Background: an optimization exercise with open tools, aiming at small area. Do not read the settings as production practice.
Function was checked by simulation only, so behaviour that the tests miss may differ from the original.
No activity file was given, so power comes from the tool's default toggle rates.

## job 101
// rename_top
module rename_top (
    input  logic        clk,
    input  logic        rst_n,
    input  logic        dispatch_valid_i,
    input  logic [4:0]  rs1_i,
    input  logic [4:0]  rs2_i,
    input  logic [4:0]  rd_i,
    input  logic [31:0] imm_i,
    input  logic        src_imm_i,
    output logic        dispatch_ready_o,
    input  logic        stall_i,
    output logic        ren_valid_o,
    output logic [4:0]  rd_tag_o,
    output logic [4:0]  rs1_tag_o,
    output logic [31:0] rs1_data_o,
    output logic [4:0]  rs2_tag_o,
    output logic [31:0] rs2_data_o,
    input  logic        commit_valid_i,
    input  logic [4:0]  commit_areg_i,
    input  logic [4:0]  commit_preg_i,
    input  logic [31:0] commit_data_i,
    input  logic        flush_i
);
    logic        buf_valid;
    logic [4:0]  buf_rs1;
    logic [4:0]  buf_rs2;
    logic [4:0]  buf_rd;
    logic [31:0] buf_imm;
    logic        buf_src_imm;
  ...
==> flow/config.mk <==
export PLATFORM = sky130hd
export DESIGN_NAME = rename_top
export DESIGN_NICKNAME = rename_top
export VERILOG_FILES = /design/flow/design.v
export SDC_FILE = /design/flow/constraint.sdc
export NUM_CORES = 8
export LEC_CHECK = 0
export CAP_MARGIN = 20
export CORE_MARGIN = 2
export CORE_UTILIZATION = 60
export SLEW_MARGIN = 20
==> flow/constraint.sdc <==
create_clock -name core_clock -period 12.0 [get_ports {clk}]
set_input_delay 2.4000 -clock core_clock [delete_from_list [all_inputs] [get_ports {clk}]]
set_output_delay 2.4000 -clock core_clock [all_outputs]
set_load 0.01 [all_outputs]
standard.sh (not shown) runs the stock make flow with config.mk's settings and CLKGATE_MAP_FILE= SYNTH_SCRIPT=/design/flow/synth_recipe.tcl, a recipe that flattens the netlist after the stock synthesis.
==> flow/flow/run.sh <==
#!/bin/bash
# Own layout flow: the standard ORFS flow (standard.sh) with three changes:
#  - synthesis maps logic with an area-oriented ABC script (flow/area.abc),
#    everything else in synthesis is the standard flow's own script (flow/synth_area.tcl);
#  - port buffers are the smallest buffer cell;
#  - clock tree synthesis without dummy loads and with larger sink clusters.
# Each step's tool output is in orfs/logs/; make's own output in flow_make.log.
set -euo pipefail
W=$PWD
export AREA_ABC_SCRIPT=$W/flow/area.abc
B=sky130_fd_sc_hd__
bash standard.sh \
  SYNTH_SCRIPT=$W/flow/synth_area.tcl \
  "BUFFER_PORTS_ARGS=-buffer_cell ${B}buf_1" \
  "CTS_ARGS=-sink_clustering_enable -repair_clock_nets -dont_use_dummy_load -buf_list ${B}clkbuf_16 -sink_clustering_size 25 -sink_clustering_max_diameter 80" \
  finish > $W/flow_make.log 2>&1
==> flow/flow/area.abc <==
strash
&get -n
&st
&dch
&nf -a -R 1000
&put
topo
==> flow/flow/synth_area.tcl <==
# The standard flow's synthesis script (synth_recipe.tcl) with one change: the abc call
# maps with the ABC script named by AREA_ABC_SCRIPT instead of ORFS's own.
proc synth {args} { yosys synth -nofsm -noshare {*}$args }
proc abc {args} {
  set i [lsearch -exact $args -script]
  if { $i >= 0 } { set args [lreplace $args [expr {$i + 1}] [expr {$i + 1}] $::env(AREA_ABC_SCRIPT)] }
  yosys abc {*}$args
}
source $::env(SCRIPTS_DIR)/synth.tcl
# left out here: clear keep_hierarchy, flatten, clean up, hide names made inside functions, write 1_2_yosys.v
diff inputs: job 101 => job 102
==> flow/run.sh (new file) <==
#!/bin/bash
# synth_recipe.tcl (not shown) runs the flow's synth.tcl, then flattens the netlist and writes it again
# the make line also repeats each setting of config.mk as NAME=value (left out here)
make -C /OpenROAD-flow-scripts/flow DESIGN_CONFIG=/design/flow/config.mk WORK_HOME=/design/flow/orfs CLKGATE_MAP_FILE= SYNTH_SCRIPT=/design/flow/synth_recipe.tcl finish
diff --git a/flow/config.mk b/flow/config.mk
--- a/flow/config.mk
+++ b/flow/config.mk
@@ -6,6 +6,7 @@
 export NUM_CORES = 8
 export LEC_CHECK = 0
+export ABC_AREA = 1
 export CAP_MARGIN = 20
 export CORE_MARGIN = 2
-export CORE_UTILIZATION = 60
+export CORE_UTILIZATION = 40
 export SLEW_MARGIN = 20
removed: flow/flow/run.sh
removed: flow/flow/area.abc
removed: flow/flow/synth_area.tcl
removed: flow/standard.sh
==> comparison <==
- The share of total power in sequential cells reported for job 102 is smaller than that of job 101 by 12 points.
- When job 102 is set beside job 101, its clock latency on the worst-skew pair turns out to be 70 ps larger.
- Job 102 went all the way through synthesis, placement and routing and the layout is clean on timing, DRC and antenna.
- The total power of the final layout in job 102 is 1.3 times that in job 101.
- Of job 102 and job 101, job 102 shows the higher number of ordinary and repair buffers in the finished layout, with job 101 below it.
- Compared with job 101, job 102 shows a maximum single-stage delay on the critical path that is 170 ps higher.
- Job 102 ended up with a higher well-tap cell count than job 101 did.
- buf_rs2[1] as the start point of the critical path was reported by job 101, and buf_rs2[4] by job 102.
- When the final numbers for job 102 and job 101 were put side by side, the combinational group share of total power turned out to be greater in job 101.
- Going from job 101 to job 102, die outline area saw an increase; data arrival time at the worst-slack endpoint saw a decrease.

==> what the ideal ports hide <==
Ports are ideal in the flow. The routed layouts listed here were re-timed in OpenROAD. Step 1, drivers: a clkbuf_16 drives clk and a buf_2 each remaining input, both assumed. Step 2 times the ports against the registers' clock, not the clock port: input delays grow and output delays shrink by t, the midpoint of the rising clock arrivals with the driver on. Slacks: ideal / step 1 / step 2; pairs: ideal / step 1.
| run | t (ns) | setup slack, ns | hold slack, ns | slew at the worst register clock pin (ns) | worst slew at a driven data input, ns |
|---|---|---|---|---|---|
| job 101 | 0.687 | 0.442 / 0.371 / 1.058 | 0.494 / 0.494 / 0.494 | 0.10 / 0.10 | 0.13 |
| job 102 | 0.776 | 2.120 / 2.042 / 2.593 | 0.483 / 0.483 / 0.483 | 0.07 / 0.07 | 0.16 |
After both steps every run listed still meets setup and hold.
